Source: an optimization exercise on an open RTL-to-GDS flow (aim: small area, a short achievable clock period and few clock cycles per item). Production flows keep margins and buffers that such runs may drop. RTL that was checked went through simulation tests only; none was proved equivalent to the original. Power figures rest on the tool's default switching activity, not on a simulated workload.

Design multitap_dtmf_tone_generator, start of the top module:
module multitap_dtmf_tone_generator (
	input  logic        clk,
	input  logic        arst_n,
	input  logic        s_tvalid,
	output logic        s_tready,
	input  logic [7:0]  s_tdata,    
	input  logic        s_tuser,    
	output logic        m_tvalid,
	input  logic        m_tready,
	output logic [23:0] m_tdata,    
	output logic        m_tlast,    
	input  logic        cfg_valid,
	output logic        cfg_ready,
	input  logic [2:0]  cfg_index,
	input  logic [63:0] cfg_data
);
==> flow/config.mk <==
export PLATFORM = sky130hd
export DESIGN_NAME = multitap_dtmf_tone_generator
export DESIGN_NICKNAME = multitap_dtmf_tone_generator
export VERILOG_FILES = /design/flow/design.v
export SDC_FILE = /design/flow/constraint.sdc
export NUM_CORES = 4
export LEC_CHECK = 0
export ABC_AREA = 1
export CAP_MARGIN = 20
export CORE_MARGIN = 2
export CORE_UTILIZATION = 50
export SETUP_SLACK_MARGIN = 5.0
export SLEW_MARGIN = 20
export TNS_END_PERCENT = 5
==> flow/constraint.sdc <==
create_clock -name core_clock -period 9.0 [get_ports {clk}]
set_input_delay 1.8000 -clock core_clock [delete_from_list [all_inputs] [get_ports {clk}]]
set_output_delay 1.8000 -clock core_clock [all_outputs]
set_load 0.01 [all_outputs]
run.sh (not shown) runs the stock make flow with config.mk's settings and CLKGATE_MAP_FILE= SYNTH_SCRIPT=/design/flow/synth_recipe.tcl, a recipe that flattens the netlist after the stock synthesis.
Testbench counts at the start, summed over its fixed seeds: cycles 76,989, items 76,773.
Change:
--- a/flow/design.v
+++ b/flow/design.v
@@ -117,13 +117,13 @@
 	logic [15:0] high_phase_q, high_phase_d;
 	logic [3:0]  map_key;
 	logic [2:0]  map_presses;
 	logic [1:0]  lo_sel, hi_sel;
 	logic [15:0] lo_step, hi_step;
 	logic [15:0] count_inc;
-	logic [15:0] seg_last;
+	logic [15:0] seg_last, seg_last_q;
 	logic        seg_end;
 	logic [2:0]  presses_dec;
 	logic [6:0]  lo_idx, hi_idx;
 	always_comb begin
 		map_key     = 4'd0;
 		map_presses = 3'd0;
@@ -198,19 +198,22 @@
 	end
 	assign lo_step = (lo_sel == 2'd0) ? low_steps[15:0] : (lo_sel == 2'd1) ? low_steps[31:16] : low_steps[47:32];
 	assign hi_step = high_steps[{hi_sel, 4'b0000} +: 16];
 	assign count_inc   = count_q + 16'd1;
 	assign presses_dec = presses_q - 3'd1;
 	always_comb begin
-		case (kind_q)
+		case (fire ? kind_d : kind_q)
 			KIND_SHORT:  seg_last = short_last;
 			KIND_LETTER: seg_last = letter_last;
 			default:     seg_last = tone_last;
 		endcase
 	end
-	assign seg_end = (count_q >= seg_last);
+	always_ff @(posedge clk) begin
+		seg_last_q <= seg_last;
+	end
+	assign seg_end = (count_q >= seg_last_q);
 	assign res_tone    = action && (kind_q == KIND_TONE);
 	assign lo_idx      = mtdtmf_pkg::sine_idx(low_phase_q[14:8]);
 	assign hi_idx      = mtdtmf_pkg::sine_idx(high_phase_q[14:8]);
 	assign res_lo_neg  = low_phase_q[15];
 	assign res_hi_neg  = high_phase_q[15];
 	assign res_lo_val  = mtdtmf_pkg::sine_q(lo_idx) ^ {15{res_lo_neg}};
After rerunning:
- The new run passed the timing, DRC and antenna checks
- via count rose by a few percent
- non-clock buffer count fell by 8
- final area rose slightly
- global-route usage fell by 0.67 points
- final cell count rose by a few percent
- die area rose slightly
- critical path depth rose by 2
- setup slack loses 230 ps
- utilization fell by 0.71 points
- worst hold slack gains 15 ps
- synthesized area rose slightly
- sequential cell count rose by 16
- routed wire length fell slightly
No functional check of the RTL was part of the second run of this note.

## the baseline
multitap_dtmf_tone_generator, a different RTL version from the one above (not shown whole).
Size: ~3,600 cells after synthesis, ~110 I/O pins, about 29,000 um2 of cells after synthesis.
export LEC_CHECK = 0
export ABC_AREA = 1
export CAP_MARGIN = 20
export CORE_MARGIN = 2
export CORE_UTILIZATION = 50
export SETUP_SLACK_MARGIN = 4.8
export SLEW_MARGIN = 20
export TNS_END_PERCENT = 5
create_clock -name core_clock -period 9.0 [get_ports {clk}]
The following lists how the candidate was set up differently from the baseline:
--- a/flow/design.v
+++ b/flow/design.v
@@ -93,12 +93,13 @@
 	input  logic [63:0] high_steps,
 	input  logic [15:0] tone_last,     
 	input  logic [15:0] short_last,    
 	input  logic        short_zero,    
 	input  logic [15:0] letter_last,   
 	input  logic        letter_zero,   
+	output logic        res_tone,      
 	output logic [14:0] res_lo_val,    
 	output logic        res_lo_neg,
 	output logic [14:0] res_hi_val,
 	output logic        res_hi_neg,
 	output logic        res_active,
 	output logic        res_done,
@@ -119,13 +120,12 @@
 	logic [1:0]  lo_sel, hi_sel;
 	logic [15:0] lo_step, hi_step;
 	logic [15:0] count_inc;
 	logic [15:0] seg_last;
 	logic        seg_end;
 	logic [2:0]  presses_dec;
-	logic        tone_sample;
 	logic [6:0]  lo_idx, hi_idx;
 	always_comb begin
 		map_key     = 4'd0;
 		map_presses = 3'd0;
 		if (char_code >= "1" && char_code <= "9") begin
 			map_key     = 4'(char_code - "1");
@@ -205,17 +205,17 @@
 			KIND_SHORT:  seg_last = short_last;
 			KIND_LETTER: seg_last = letter_last;
 			default:     seg_last = tone_last;
 		endcase
 	end
 	assign seg_end = (count_q >= seg_last);
-	assign tone_sample = action && (kind_q == KIND_TONE);
-	assign lo_idx      = tone_sample ? mtdtmf_pkg::sine_idx(low_phase_q[14:8]) : 7'd0;
-	assign hi_idx      = tone_sample ? mtdtmf_pkg::sine_idx(high_phase_q[14:8]) : 7'd0;
-	assign res_lo_neg  = tone_sample && low_phase_q[15];
-	assign res_hi_neg  = tone_sample && high_phase_q[15];
+	assign res_tone    = action && (kind_q == KIND_TONE);
+	assign lo_idx      = mtdtmf_pkg::sine_idx(low_phase_q[14:8]);
+	assign hi_idx      = mtdtmf_pkg::sine_idx(high_phase_q[14:8]);
+	assign res_lo_neg  = low_phase_q[15];
+	assign res_hi_neg  = high_phase_q[15];
 	assign res_lo_val  = mtdtmf_pkg::sine_q(lo_idx) ^ {15{res_lo_neg}};
 	assign res_hi_val  = mtdtmf_pkg::sine_q(hi_idx) ^ {15{res_hi_neg}};
 	always_comb begin
 		kind_d       = kind_q;
 		key_d        = key_q;
 		presses_d    = presses_q;
@@ -802,24 +802,27 @@
 	logic        short_zero_q;
 	logic [15:0] letter_last_q;
 	logic        letter_zero_q;
 	logic [15:0] len_last;
 	logic        len_zero;
 	logic        skid_v;
+	logic        in_ready;
 	logic [8:0]  skid_d;
 	logic        v1;
 	logic [8:0]  d1;
 	logic        adv, fire;
+	logic        seq_tone;
 	logic [14:0] seq_lo_val, seq_hi_val;
 	logic        seq_lo_neg, seq_hi_neg;
 	logic        seq_act, seq_done, seq_rej;
 	logic        v2;
+	logic        tone2;
 	logic [14:0] lo_val2, hi_val2;
 	logic        lo_neg2, hi_neg2;
 	logic        act2, done2, rej2;
-	logic [16:0] sum_d;
+	logic [16:0] sum_raw, sum_d;
 	logic        v3;
 	logic [16:0] sum3;
 	logic        act3, done3, rej3;
 	logic [15:0] ha_d, hb_d;
 	logic        hc_d;
 	logic        v4;
@@ -862,22 +865,25 @@
 				end
 			endcase
 		end
 	end
 	assign adv      = !vo || m_tready;
 	assign fire     = v1 && adv;
-	assign s_tready = !skid_v;
+	assign s_tready = in_ready;
 	always_ff @(posedge clk or negedge arst_n) begin
 		if (!arst_n) begin
-			skid_v <= 1'b0;
-			v1     <= 1'b0;
+			skid_v   <= 1'b0;
+			in_ready <= 1'b1;
+			v1       <= 1'b0;
 		end else if (adv) begin
-			skid_v <= 1'b0;
-			v1     <= skid_v || s_tvalid;
+			skid_v   <= 1'b0;
+			in_ready <= 1'b1;
+			v1       <= skid_v || s_tvalid;
 		end else if (s_tvalid && !skid_v) begin
-			skid_v <= 1'b1;
+			skid_v   <= 1'b1;
+			in_ready <= 1'b0;
 		end
 	end
 	always_ff @(posedge clk) begin
 		if (!skid_v) begin
 			skid_d <= {s_tuser, s_tdata};
 		end
@@ -895,12 +901,13 @@
 		.high_steps   (high_steps_q),
 		.tone_last    (tone_last_q),
 		.short_last   (short_last_q),
 		.short_zero   (short_zero_q),
 		.letter_last  (letter_last_q),
 		.letter_zero  (letter_zero_q),
+		.res_tone     (seq_tone),
 		.res_lo_val   (seq_lo_val),
 		.res_lo_neg   (seq_lo_neg),
 		.res_hi_val   (seq_hi_val),
 		.res_hi_neg   (seq_hi_neg),
 		.res_active   (seq_act),
 		.res_done     (seq_done),
@@ -918,23 +925,25 @@
 			v4 <= v3;
 			vo <= v4;
 		end
 	end
 	always_ff @(posedge clk) begin
 		if (adv) begin
+			tone2   <= seq_tone;
 			lo_val2 <= seq_lo_val;
 			lo_neg2 <= seq_lo_neg;
 			hi_val2 <= seq_hi_val;
 			hi_neg2 <= seq_hi_neg;
 			act2    <= seq_act;
 			done2   <= seq_done;
 			rej2    <= seq_rej;
 		end
 	end
-	assign sum_d = {{2{lo_neg2}}, lo_val2} + {{2{hi_neg2}}, hi_val2}
+	assign sum_raw = {{2{lo_neg2}}, lo_val2} + {{2{hi_neg2}}, hi_val2}
 		+ {15'd0, lo_neg2 & hi_neg2, lo_neg2 ^ hi_neg2};
+	assign sum_d   = tone2 ? sum_raw : 17'd0;
 	always_ff @(posedge clk) begin
 		if (adv) begin
 			sum3  <= sum_d;
 			act3  <= act2;
 			done3 <= done2;
 			rej3  <= rej2;
### Flow results
Diff the baseline -> the candidate | switching part of the total | increase of 3.1 points. From the baseline to the candidate the numbers moved as follows: power after layout higher, combinational share of power higher, clock power higher, met1 track demand over resource in global routing higher. Re worst reg2reg path depth: the candidate and the baseline aren't equal, and the higher value belongs to the baseline. Delta (the candidate minus the baseline): die outline height has remained practically unchanged, cell area after placement increased by 0.89% relative to the old numbers.
Testbench counts of the candidate, summed over its fixed seeds: cycles 76,989, items 76,773.
No functional check of the RTL was part of the baseline.

[port drivers added, routing unchanged]
Ports are ideal in the flow. The routed layouts listed here were re-timed in OpenROAD. Step 1, drivers: a clkbuf_16 drives clk and a buf_2 each remaining input, both assumed. Step 2 times the ports against the registers' clock, not the clock port: input delays grow and output delays shrink by t, the midpoint of the rising clock arrivals with the driver on. a / b / c = ideal ports / drivers / drivers and shift; a / b = the first two.
| run | t, ns | slack for setup (ns) | hold slack, ns | worst setup path at the end | cell pins on the clock port's net |
|---|---|---|---|---|---|
| the first run of note 1 | 0.643 | 4.586 / 4.586 / 4.515 | 0.404 / 0.404 / 0.404 | input to register | 1 |
| the second run of note 1 | 0.653 | 4.359 / 4.359 / 4.359 | 0.419 / 0.419 / 0.419 | register to register | 1 |
| the baseline | 0.643 | 4.549 / 4.549 / 4.485 | 0.414 / 0.414 / 0.414 | input to register | 1 |
| the candidate | 0.653 | 4.611 / 4.611 / 4.479 | 0.419 / 0.419 / 0.419 | input to register | 1 |
After both steps setup and hold are still met in every run listed. The setup slack of the candidate, which loses most, moves by 0.000 ns with the drivers and by -0.132 ns with both steps.
